Source: an optimization exercise on an open RTL-to-GDS flow (aim: small area, a short achievable clock period and few clock cycles per item). Production flows keep margins and buffers that such runs may drop.
Function was checked by simulation only, so behaviour that the tests miss may differ from the original.
Power figures rest on the tool's default switching activity, not on a simulated workload.

## flow/config.mk

```make
export PLATFORM = sky130hd
export DESIGN_NAME = alu_exec_unit
export DESIGN_NICKNAME = alu_exec_unit
export VERILOG_FILES = /design/flow/design.v
export SDC_FILE = /design/flow/constraint.sdc
export NUM_CORES = 4
export LEC_CHECK = 0
export ABC_AREA = 1
export CAP_MARGIN = 20
export CORE_MARGIN = 2
export CORE_UTILIZATION = 40
export CTS_CLUSTER_DIAMETER = 50
export CTS_CLUSTER_SIZE = 20
export GPL_ROUTABILITY_DRIVEN = 1
export GPL_TIMING_DRIVEN = 1
export PLACE_DENSITY = 0.5
export SETUP_SLACK_MARGIN = 2.6
export SLEW_MARGIN = 20
export TNS_END_PERCENT = 100
```

## flow/constraint.sdc

```tcl
create_clock -name core_clock -period 5.0 [get_ports {i_clock}]
set_input_delay 1.0000 -clock core_clock [delete_from_list [all_inputs] [get_ports {i_clock}]]
set_output_delay 1.0000 -clock core_clock [all_outputs]
set_load 0.01 [all_outputs]
```

## flow/design.v

```verilog
module alu_exec_unit #(
    parameter  int WIDTH = 64,
    parameter  int DEPTH = 32,
    localparam int AW    = $clog2(DEPTH)
) (
    input  logic             i_clock,
    input  logic             i_reset_n,
    input  logic             i_cmd_valid,
    output logic             o_cmd_ready,
    input  logic [2:0]       i_cmd_op,
    input  logic [AW-1:0]    i_cmd_rs1,
    input  logic [AW-1:0]    i_cmd_rs2,
    input  logic [AW-1:0]    i_cmd_rd,
    input  logic             i_ld_valid,
    input  logic [AW-1:0]    i_ld_addr,
    input  logic [WIDTH-1:0] i_ld_data,
    output logic             o_rsp_valid,
    output logic [WIDTH-1:0] o_rsp_result,
    output logic             o_rsp_carry,
    output logic             o_rsp_overflow,
    output logic             o_rsp_zero,
    output logic             o_rsp_illegal
);
    localparam int LV = $clog2(WIDTH + 1);    
    logic [WIDTH-1:0]   r_regs [DEPTH];
    logic [DEPTH-1:1]   r_written;
    logic               r_d_v;
    logic [2:0]         r_d_op;
    logic [AW-1:0]      r_d_rd;
    logic [DEPTH-1:1]   r_d_sel_a;
    logic [DEPTH-1:1]   r_d_sel_b;
    logic               r_d_wbyp_a;    
    logic               r_d_wbyp_b;
    logic               r_d_fwd_a;     
    logic               r_d_fwd_b;
    logic               r_e_v;
    logic               r_e_we;
    logic [AW-1:0]      r_e_rd;
    logic [WIDTH-1:0]   r_e_a;
    logic [WIDTH-1:0]   r_e_p;
    logic               r_e_and;
    logic               r_e_or;
    logic               r_e_nor;
    logic               r_e_arith;
    logic               r_e_slt;
    logic               r_e_sub;
    logic               r_e_illegal;
    logic               r_w_v;
    logic [DEPTH-1:1]   r_wsel;
    logic [WIDTH-1:0]   r_wdata;
    logic [WIDTH-1:0]   r_result;
    logic               r_carry;
    logic               r_ovf;
    logic               r_zero;
    logic               r_illegal;
    logic               w_accept;
    logic [DEPTH-1:1]   w_wen;
    logic               w_d_we;
    logic               w_d_sub;
    logic [WIDTH-1:0]   w_d_a;
    logic [WIDTH-1:0]   w_d_b;
    logic [WIDTH-1:0]   w_d_bx;
    logic [WIDTH-1:0]   w_e_a;
    logic [WIDTH-1:0]   w_e_p;
    logic [WIDTH-1:0]   w_p;
    logic [WIDTH-1:0]   w_logic;
    logic [WIDTH-1:0]   w_res0;
    logic [WIDTH-1:0]   w_res1;
    logic [WIDTH:0]     w_c;
    logic               w_slt;
    logic [WIDTH-1:0]   w_k;
    logic [WIDTH-1:0]   w_zbit;
    logic               w_zero;
    logic [WIDTH-1:0]   w_result;
    assign o_cmd_ready = ~i_ld_valid;
    assign w_accept    = i_cmd_valid & ~i_ld_valid;
    assign o_rsp_valid    = r_w_v;
    assign o_rsp_result   = r_result;
    assign o_rsp_carry    = r_carry;
    assign o_rsp_overflow = r_ovf;
    assign o_rsp_zero     = r_zero;
    assign o_rsp_illegal  = r_illegal;
    assign w_wen = r_wsel;
    always_ff @(posedge i_clock) begin
        for (int i = 1; i < DEPTH; i++)
            if (w_wen[i]) r_regs[i] <= r_wdata;
    end
    always_ff @(posedge i_clock or negedge i_reset_n) begin
        if (!i_reset_n) r_written <= '0;
        else            r_written <= r_written | w_wen;
    end
    assign w_d_we  = r_d_v & (r_d_op[2:1] != 2'b11) & (r_d_rd != '0);
    assign w_d_sub = (r_d_op == 3'b011) | (r_d_op == 3'b100);
    always_ff @(posedge i_clock or negedge i_reset_n) begin
        if (!i_reset_n) r_d_v <= 1'b0;
        else            r_d_v <= w_accept;
    end
    always_ff @(posedge i_clock) begin
        r_d_op     <= i_cmd_op;
        r_d_rd     <= i_cmd_rd;
        r_d_fwd_a  <= w_d_we & (r_d_rd == i_cmd_rs1);
        r_d_fwd_b  <= w_d_we & (r_d_rd == i_cmd_rs2);
        r_d_wbyp_a <= r_e_we & (r_e_rd == i_cmd_rs1);
        r_d_wbyp_b <= r_e_we & (r_e_rd == i_cmd_rs2);
        for (int i = 1; i < DEPTH; i++) begin
            r_d_sel_a[i] <= (i_cmd_rs1 == AW'(i)) & (r_written[i] | w_wen[i])
                          & ~(r_e_we & (r_e_rd == i_cmd_rs1));
            r_d_sel_b[i] <= (i_cmd_rs2 == AW'(i)) & (r_written[i] | w_wen[i])
                          & ~(r_e_we & (r_e_rd == i_cmd_rs2));
        end
    end
    always_comb begin
        w_d_a = {WIDTH{r_d_wbyp_a}} & r_wdata;
        w_d_b = {WIDTH{r_d_wbyp_b}} & r_wdata;
        for (int i = 1; i < DEPTH; i++) begin
            w_d_a = w_d_a | ({WIDTH{r_d_sel_a[i]}} & r_regs[i]);
            w_d_b = w_d_b | ({WIDTH{r_d_sel_b[i]}} & r_regs[i]);
        end
    end
    assign w_d_bx = w_d_b ^ {WIDTH{w_d_sub}};
    always_comb begin
        for (int i = 0; i < WIDTH; i++) begin
            w_e_a[i] = w_result[i] ? (r_d_fwd_a | w_d_a[i]) : (~r_d_fwd_a & w_d_a[i]);
            w_e_p[i] = w_result[i]
                ? ((r_d_fwd_a | w_d_a[i]) ^ (r_d_fwd_b ? ~w_d_sub : w_d_bx[i]))
                : ((~r_d_fwd_a & w_d_a[i]) ^ (r_d_fwd_b ? w_d_sub : w_d_bx[i]));
        end
    end
    always_ff @(posedge i_clock or negedge i_reset_n) begin
        if (!i_reset_n) begin
            r_e_v  <= 1'b0;
            r_e_we <= 1'b0;
        end else begin
            r_e_v  <= r_d_v;
            r_e_we <= w_d_we;
        end
    end
    always_ff @(posedge i_clock) begin
        r_e_rd      <= r_d_rd;
        r_e_a       <= w_e_a;
        r_e_p       <= w_e_p;
        r_e_and     <= (r_d_op == 3'b000);
        r_e_or      <= (r_d_op == 3'b001);
        r_e_arith   <= (r_d_op[2:1] == 2'b01);
        r_e_slt     <= (r_d_op == 3'b100);
        r_e_nor     <= (r_d_op == 3'b101);
        r_e_sub     <= w_d_sub;
        r_e_illegal <= (r_d_op[2:1] == 2'b11);
    end
    assign w_p = r_e_p;
    logic [WIDTH:0] w_pp [LV+1];
    logic [WIDTH:0] w_vv [LV+1];
    assign w_pp[0] = {w_p, 1'b0};
    assign w_vv[0] = {r_e_a, r_e_sub};
    for (genvar l = 0; l < LV; l++) begin : g_lvl
        for (genvar j = 0; j <= WIDTH; j++) begin : g_pos
            if (j >= (1 << l)) begin : g_op
                assign w_vv[l+1][j] = w_pp[l][j] ? w_vv[l][j-(1<<l)] : w_vv[l][j];
                assign w_pp[l+1][j] = w_pp[l][j] & w_pp[l][j-(1<<l)];
            end else begin : g_cp
                assign w_vv[l+1][j] = w_vv[l][j];
                assign w_pp[l+1][j] = w_pp[l][j];
            end
        end
    end
    assign w_c = w_vv[LV];
    assign w_logic = (w_p & {WIDTH{r_e_or}})
                   | (~w_p & ((r_e_a & {WIDTH{r_e_and | r_e_or}}) | (~r_e_a & {WIDTH{r_e_nor}})));
    assign w_res0 = ({WIDTH{r_e_arith}} &  w_p) | w_logic;
    assign w_res1 = ({WIDTH{r_e_arith}} & ~w_p) | w_logic;
    assign w_slt = w_p[WIDTH-1] ^ w_c[WIDTH];
    always_comb begin
        for (int i = 0; i < WIDTH; i++) w_result[i] = w_c[i] ? w_res1[i] : w_res0[i];
        if (r_e_slt) w_result[0] = w_slt;
    end
    assign w_k    = {r_e_a[WIDTH-2:0] | w_p[WIDTH-2:0], r_e_sub};
    assign w_zbit = r_e_arith ? ~(w_p ^ w_k) : ~w_logic;
    assign w_zero = (&w_zbit) & ~(r_e_slt & w_slt);
    always_ff @(posedge i_clock or negedge i_reset_n) begin
        if (!i_reset_n) begin
            r_w_v  <= 1'b0;
            r_wsel <= '0;
        end else begin
            r_w_v <= r_e_v;
            for (int i = 1; i < DEPTH; i++)
                r_wsel[i] <= r_e_we ? (r_e_rd == AW'(i)) : (i_ld_valid & (i_ld_addr == AW'(i)));
        end
    end
    always_ff @(posedge i_clock) begin
        r_wdata   <= r_e_we ? w_result : i_ld_data;
        r_result  <= w_result;
        r_carry   <= r_e_arith & w_c[WIDTH];
        r_ovf     <= r_e_arith & (w_c[WIDTH] ^ w_c[WIDTH-1]);
        r_zero    <= w_zero;
        r_illegal <= r_e_illegal;
    end
endmodule
```

## flow/run.sh

```bash
#!/bin/bash
# synth_recipe.tcl (not shown) runs the flow's synth.tcl, then flattens the netlist and writes it again
# the make line also repeats each setting of config.mk as NAME=value (left out here)
make -C /OpenROAD-flow-scripts/flow DESIGN_CONFIG=/design/flow/config.mk WORK_HOME=/design/flow/orfs CLKGATE_MAP_FILE= SYNTH_SCRIPT=/design/flow/synth_recipe.tcl finish
```

==> flow_summary.toml, run 1 <==
[sta]
min_period_ps = 2617
worst_pin_slew_ps = 1321
rsz0062_at_grt = "yes"
timing.final.crit_share_pct = 52.35
hold_violations = 0
fin_skew_ps = 68.19
max_slew_margin_pct = 11.91
timing.setup.tns_ps = 0
setup_violations = 0
hold_ws_ps = 39.75
maxSlewViolCount = 0
fmax_mhz = 382.1

[synth]
yosysWarnings = 4
syn-num-nets = 12131
syn_inst = 12040
ys.flop_type = "edfxtp_1"
synth-seq-area-share_pct = 60.84
syn_area_per_cell_sq_um = 9.305
synth_edf_count = 1984
synth_cell_types = 56
syn-cell-area_sq_mm = 0.1120
synthArstFlopShare_pct = 2.755
synth-seq-cells = 2396

[setup_path]
arrival_ps = 3510
r2r-end = "r_e_p[61]"
critPathBufInv = 3
path_common_cell = "nand2_1"
max_stage_delay_ps = 450
path_cells = "buf_8 -> buf_12 -> buf_16 -> nand2_1 -> nand4_1 -> nor3_1 -> nand2_1 -> nand2_1 -> nand3_2 -> nand2_1 -> xor2_1 -> nand2_1 -> nand2_1"
r2r-start = "r_d_sel_b[2]"
crit_family = "simple AND/OR/NAND/NOR gates"
path_max_fanout = 9
worst_setup_path_start_kind = "flip-flop"
critPathCapture = "r_e_p[61]"
crit_path_end_kind = "flip-flop"
regToRegSetupSlack_ps = 2380
cpMaxStageDelayCell = "dfxtp_4"
cp.depth = 13
cp-startpoint = "r_d_sel_b[2]"
cp.required_ps = 5890
crit_type = "flip-flop to flip-flop"
ff2ff_path_depth = 13

[clock_tree]
htree_levels = 5
cts_tree = "built"
cts_hold_buf = 0
clock_sinks = 2396
numCtsBuffers = 308
clk_pin_slew_ps = 70
clk_latency_ps = 970
clk_path_buf_depth = 4
cts_root_buf = "clkbuf_16"

[floorplanning]
start_util_pct = 40.17
die_h_um = 533.2
num_io_pins = 161
die-area_sq_mm = 0.2843
num_rows = 194
die_w_um = 533.2
core_area_sq_mm = 0.2789

[global_route]
grt_remaining_overflow = 0
grt_max_degree = 67
grt_pass1_vias = 99289
grt_pass1_wl_um = 911100
antenna_found_initial = 62
track_usage_pct = 47.91

[placement]
gp_congestion = 1.055
port_buffers = 160
dp_hpwl_um = 392400

[power_and_ir_drop]
p_sw_share_pct = 35.66
seqPwrFrac_pct = 40.0
power_density_mw_per_mm2 = 441.2
p_switching_uw = 22460
power_leakage_uw = 0.05674
total_power_uw = 63000
internal_power_uw = 40540
power_frac_clock_pct = 37.1
pwr-share-comb_pct = 22.9
vdd_drop_max_uv = 308.1

[cells_and_area]
final_cell_mix = "4887 x nand2_1, 1984 x edfxtp_1, 705 x inv_1, 426 x a221oi_1, 423 x nand4_1"
synthToLayoutAreaGrowth_pct = 27.46
fin_nets = 12817
final_common_cell = "nand2_1"
layout-drive-gt1-share_pct = 20.89

[routing]
drcViolationCount = 0
drt_first_pass_iters = 9
via_count = 111448
postRouteAntennaNets = 0
wl_per_cell_um = 42.65
drt_wl_total_um = 715100
drt_iter0_markers = 22748
detail_route.vias_per_cell = 6.647

[run_status]
status = "complete, no violations"

[job]
maxCapViolCount = 0

[min_path]
hold_class = "input port to async pin"
## logic make-up (layout without fill, tap and decap cells)
| group | Yosys count | in the layout | share of synthesized area, % |
|---|---|---|---|
| other cells | 0 | 61 | 0 |
| xor+xnor | 59 | 59 | 0.4613 |
| compound gates | 1321 | 1321 | 8.736 |
| flops | 2396 | 2396 | 60.84 |
| simple gates | 6882 | 6886 | 25.12 |
| mux | 3 | 3 | 0.02681 |
| buf+inv | 1379 | 2317 | 4.816 |
## power by group through the flow
stage / registers, uW / clock network (uW) / logic [uW]
6_report: 25200 / 23400 / 14400
5_1_grt: 25200 / 24000 / 14900
4_1_cts: 25000 / 23200 / 12700
3_5_place_dp: 25400 / 0 / 11500
3_3_place_gp: 25500 / 0 / 11600
2_1_floorplan: 24500 / 0 / 6080
## Yosys cell counts (6+ instances only)
| cell | count | area share (%) |
|---|---|---|
| a211oi_1 | 8 | 0.054 |
| a21oi_1 | 55 | 0.25 |
| a221oi_1 | 564 | 4.4 |
| a22o_1 | 164 | 1.3 |
| a31oi_1 | 21 | 0.12 |
| and2_0 | 11 | 0.061 |
| buf_1 | 140 | 0.47 |
| buf_2 | 147 | 0.66 |
| buf_4 | 6 | 0.040 |
| clkbuf_1 | 303 | 1.0 |
| dfrtp_1 | 66 | 1.5 |
| dfxtp_1 | 346 | 6.2 |
| edfxtp_1 | 1984 | 53 |
| inv_1 | 741 | 2.5 |
| inv_2 | 34 | 0.11 |
| nand2_1 | 5159 | 17 |
| nand2_2 | 37 | 0.21 |
| nand3_1 | 451 | 2.0 |
| nand3b_1 | 21 | 0.14 |
| nand4_1 | 423 | 2.4 |
| nor2_1 | 588 | 2.0 |
| nor2_2 | 33 | 0.18 |
| nor3_1 | 69 | 0.31 |
| nor3b_1 | 24 | 0.16 |
| nor4_1 | 14 | 0.078 |
| o211ai_1 | 48 | 0.32 |
| o21a_1 | 15 | 0.10 |
| o21ai_0 | 295 | 1.3 |
| o21ai_1 | 47 | 0.21 |
| o21ai_2 | 13 | 0.10 |
| o22ai_1 | 60 | 0.34 |
| o31ai_1 | 6 | 0.040 |
| or2_2 | 32 | 0.18 |
| xnor2_1 | 7 | 0.055 |
| xor2_1 | 52 | 0.41 |
## flip-flops by register name, indices dropped and copies added (netlist names), 3 cells and up
signal	count
r_d_op	3
r_e_rd	5
r_result	64
r_regs	1984
r_d_rd	5
r_d_sel_b	31
r_wdata	64
r_e_p	64
r_written	31
r_wsel	31
r_d_sel_a	31
r_e_a	64
## worst min path at each step
| stage | start | endpoint | slack, ps | cells after the start |
|---|---|---|---|---|
| 2_1_floorplan | r_e_illegal | r_illegal | 310 | 0 |
| 3_3_place_gp | r_e_illegal | r_illegal | 310 | 0 |
| 3_5_place_dp | r_e_illegal | r_illegal | 310 | 0 |
| 4_1_cts | i_reset_n | r_wsel[13] | 20 | 1 |
| 5_1_grt | i_reset_n | r_wsel[12] | 80 | 1 |
| 6_report | i_reset_n | r_wsel[13] | 40 | 1 |
## layer usage
layer / vias up / global-route usage [%] / wire length [um] / part of all wire (%)
met1: 54247 / 59.15 / 244300 / 34
met4: 42 / 33.24 / 64120 / 9.0
met2: 11364 / 65.50 / 280400 / 39
met3: 2756 / 22.86 / 125600 / 18
li1: 43039 / - / - / -
met5: - / 0 / 733 / 0.10
## repair_timing
item | 4_1_cts | 5_1_grt
cloned | 18 | 23
endpoints found under the hold margin | 0 | 0
buffers inserted | 317 | 159
gates resized for setup | 1146 | 879
pin swaps | 66 | 274
setup endpoints to repair | 355 | 285
## metrics by stage
step | utilization (%) | setup WS, ps | area, sq um | instances
final | 51.20 | 2383 | 142800 | 16767
after global routing | 51.15 | 2426 | 142700 | 16717
after CTS | 49.04 | 2483 | 136800 | 16524
after detailed placement | 42.73 | 1067 | 119200 | 15623
after global placement | 42.67 | 454.3 | 119000 | 15617
after floorplan | - | 2818 | 112000 | 12040
## layout make-up
type                       instances  area, sq um
fill                           25252       136100
timing repair buffer             970        12140
inverter                         778         3040
clock inverter                   234         2650
tap                             3724         4659
timing repair inverter             3        26.28
multi-input combinational       8269        43390
clock buffer                     332         7891
sequential                      2396        68850
antenna                           61        152.6
Testbench counts, summed over its fixed seeds: cycles 11,232, commands 9,600.
==> run 2: changes to the inputs <==
==> flow/flow/run.sh (new file) <==
#!/bin/bash
set -euo pipefail
sed 's|"\${@:-finish}"|BUFFER_PORTS_ARGS="-buffer_cell sky130_fd_sc_hd__buf_4" "${@:-finish}"|' standard.sh > standard_buf.sh
grep -q 'BUFFER_PORTS_ARGS=' standard_buf.sh
bash standard_buf.sh > flow_make.log 2>&1
==> flow/standard.sh (new file) <==
#!/bin/bash
# synth_recipe.tcl (not shown) runs the flow's synth.tcl, then flattens the netlist and writes it again
# the make line also repeats each setting of config.mk as NAME=value (left out here)
make -C /OpenROAD-flow-scripts/flow DESIGN_CONFIG=/design/flow/config.mk WORK_HOME=/design/flow/orfs CLKGATE_MAP_FILE= SYNTH_SCRIPT=/design/flow/synth_recipe.tcl "${@:-finish}"
--- a/flow/config.mk
+++ b/flow/config.mk
@@ -10,10 +10,10 @@
 export CORE_MARGIN = 2
 export CORE_UTILIZATION = 40
-export CTS_CLUSTER_DIAMETER = 50
-export CTS_CLUSTER_SIZE = 20
+export CTS_CLUSTER_DIAMETER = 60
+export CTS_CLUSTER_SIZE = 24
 export GPL_ROUTABILITY_DRIVEN = 1
 export GPL_TIMING_DRIVEN = 1
 export PLACE_DENSITY = 0.5
-export SETUP_SLACK_MARGIN = 2.6
+export SETUP_SLACK_MARGIN = 2.5
 export SLEW_MARGIN = 20
-export TNS_END_PERCENT = 100
+export TNS_END_PERCENT = 5
removed: flow/run.sh
==> run 2 against run 1 <==
Against the previous run:
- still clean
- synthesized area unchanged
- combinational power about the same
- setup slack got worse by 170 ps
- non-clock buffer count decreased by 160
- die area unchanged
- register-to-register slack got worse by 170 ps
- critical endpoint is now r_e_p[54]
- highest routed layer unchanged
==> flow_summary.toml, run 2 <==
[floorplanning]
die_w_um = 533.2
num_io_pins = 161
die-area_sq_mm = 0.2843
die_h_um = 533.2
num_rows = 194
start_util_pct = 40.17
core_area_sq_mm = 0.2789

[clock_tree]
cts_root_buf = "clkbuf_16"
clk_latency_ps = 990
numCtsBuffers = 217
htree_levels = 4
cts_tree = "built"
clk_pin_slew_ps = 80
clock_sinks = 2396
clk_path_buf_depth = 4

[run_status]
status = "complete, no violations"

[setup_path]
crit_path_end_kind = "flip-flop"
arrival_ps = 3630
path_max_fanout = 36
critPathCapture = "r_e_p[54]"
r2r-end = "r_e_p[54]"
regToRegSetupSlack_ps = 2210
crit_type = "flip-flop to flip-flop"
cp-startpoint = "r_d_sel_a[4]"
r2r-start = "r_d_sel_a[4]"
ff2ff_path_depth = 10
worst_setup_path_start_kind = "flip-flop"
cp.required_ps = 5840

[routing]
drt_wl_total_um = 698400
drcViolationCount = 0
via_count = 109312
detail_route.vias_per_cell = 6.643
drt_iter0_markers = 21585
drt_first_pass_iters = 9
wl_per_cell_um = 42.44
postRouteAntennaNets = 0

[power_and_ir_drop]
vdd_drop_max_uv = 285.9
power_density_mw_per_mm2 = 430.0
power_leakage_uw = 0.05341

[sta]
min_period_ps = 2792
rsz0062_at_grt = "yes"
fmax_mhz = 358.2
setup_violations = 0
timing.setup.tns_ps = 0
max_slew_margin_pct = 6.630
worst_pin_slew_ps = 1401
fin_skew_ps = 66.38
hold_violations = 0
timing.final.crit_share_pct = 55.84
maxSlewViolCount = 0

[job]
maxCapViolCount = 0

[synth]
yosysWarnings = 4
synth_commonest_cells = "5159 x nand2_1, 1984 x edfxtp_1, 741 x inv_1"
synth_area_leaders = "edfxtp_1 53%, nand2_1 17%, dfxtp_1 6.2%"
synth_cell_types = 56
synth_edf_count = 1984
syn-num-nets = 12131
syn-cell-area_sq_mm = 0.1120
synth-seq-area-share_pct = 60.84
synth-seq-cells = 2396
ys.flop_type = "edfxtp_1"
syn_area_per_cell_sq_um = 9.305
synthArstFlopShare_pct = 2.755
synth_top_area_share_pct = 53.18
synth_area_leader_cell = "edfxtp_1"
syn_inst = 12040
synth_most_common_cell = "nand2_1"

[cells_and_area]
largest_register_ffs = 1984
top_register = "r_regs"
layout-drive-gt1-share_pct = 15.35
synthToLayoutAreaGrowth_pct = 19.74
fin_nets = 12561
layout.cells.non_filler = 16454
final_cell_mix = "5061 x nand2_1, 1984 x edfxtp_1, 717 x inv_1, 555 x buf_4, 536 x a221oi_1"
final_common_cell = "nand2_1"

[placement]
gp_congestion = 1.085
place_inst = 15630
dp_hpwl_um = 395100
port_buffers = 160

[global_route]
antenna_found_initial = 79
track_usage_pct = 47.43
grt_remaining_overflow = 0
grt_pass1_wl_um = 903200
grt_max_degree = 81
grt_pass1_vias = 97770

[min_path]
hold_class = "input port to flip-flop"
holdCritStartpoint = "i_cmd_rd[2]"
## run 2: cell counts after synthesis
Identical to the previous run, type by type.
## run 2: stage by stage
stage / hold WS (ps) / setup slack (ps) / total power, uW / util (%) / area, sq um
global placement: 318.0 / 366.6 / 37470 / 42.52 / 118600
floorplan: 309.6 / 2818 / 30600 / - / 112000
finish: 141.5 / 2208 / 57680 / 48.10 / 134100
CTS: 114.5 / 2333 / 56260 / 47.17 / 131500
global route: 150.9 / 2337 / 58860 / 48.04 / 134000
detailed placement: 323.3 / 837.3 / 37320 / 42.56 / 118700
## run 2: logic make-up (layout without fill, tap and decap cells)
family / after synthesis / after routing / share of synthesized area [%]
flops: 2396 / 2396 / 60.84
compound gates: 1321 / 1321 / 8.736
other cells: 0 / 76 / 0
xor+xnor: 59 / 59 / 0.4613
buf+inv: 1379 / 1991 / 4.816
simple gates: 6882 / 6884 / 25.12
mux: 3 / 3 / 0.02681
## run 2: cell type report
class	count	area [sq um]
clock buffers	234	5694
diodes	76	190.2
multi-input cells	8267	40730
inverters	778	3004
flip-flops and latches	2396	68660
fillers	26059	144800
well taps	3724	4659
repair buffers	810	9154
clock inverters	169	2059
## run 2: worst max-delay path: stages (launching register included)
cell,delay (ps)
dfxtp_4,790
buf_12,470
a221oi_1,140
nand2_1,110
nor2_1,40
nand2_1,370
nand2_1,270
nand3_1,150
nand2_1,120
nand3_1,100
nand2_1,50
## run 2: where the power goes
| part | switching, uW | leakage, uW | internal [uW] | total, uW |
|---|---|---|---|---|
| Clock | 9580 | 0.00375 | 9170 | 18800 |
| Combinational | 10400 | 0.0281 | 3710 | 14200 |
| Sequential | 1610 | 0.0216 | 23200 | 24800 |
| Total | 21600 | 0.0534 | 36000 | 57700 |
## run 2: repair_timing
item,in CTS,in global routing
buffers inserted,272,59
resized for setup,376,390
endpoints found under the setup margin,263,291
gates cloned,9,5
hold buffers,0,0
pin swaps,24,56
## run 2: worst min path at each step
stage                end  depth (start not counted)
6_report       r_d_rd[2]                          1
5_1_grt        r_d_rd[2]                          1
4_1_cts        r_d_rd[1]                          1
3_5_place_dp   r_illegal                          0
3_3_place_gp   r_illegal                          0
2_1_floorplan  r_illegal                          0
## run 2: routing by layer
layer / track usage [%] / routed length [um]
met3: 20.64 / 116600
met2: 65.72 / 278800
met4: 32.98 / 60250
met5: 0.1332 / 740
met1: 59.06 / 242000

-- what the ideal ports hide --
In the flow no input, the clock included, has a driving cell. The finished layouts below were timed again as built, in two steps. Step 1: set_driving_cell puts a clkbuf_16 on i_clock and a buf_2 on each other input, an assumption about the parent block. Step 2, shift: input delay + t, output delay - t, t = (earliest + latest rising clock arrival at the registers) / 2. This alone moves slack from input paths to output paths. a / b / c = no drivers / after step 1 / after step 2; a / b = the first two.
run | t (ns) | setup WS [ns] | hold slack, ns | worst setup path after step 2 | slew at the worst register clock pin (ns) | worst data-port slew with drivers (ns)
run 1 | 1.055 | 2.383 / 2.383 / 1.698 | 0.040 / -0.060 / 0.325 | input to register | 0.08 / 0.08 | 0.24
run 2 | 1.066 | 2.208 / 2.208 / 1.489 | 0.141 / 0.058 / 0.335 | input to register | 0.10 / 0.10 | 0.11
After both steps setup and hold are still met in every run listed. For run 2, which loses most, drivers alone change the setup slack by 0.000 ns; drivers and shift together by -0.719 ns.
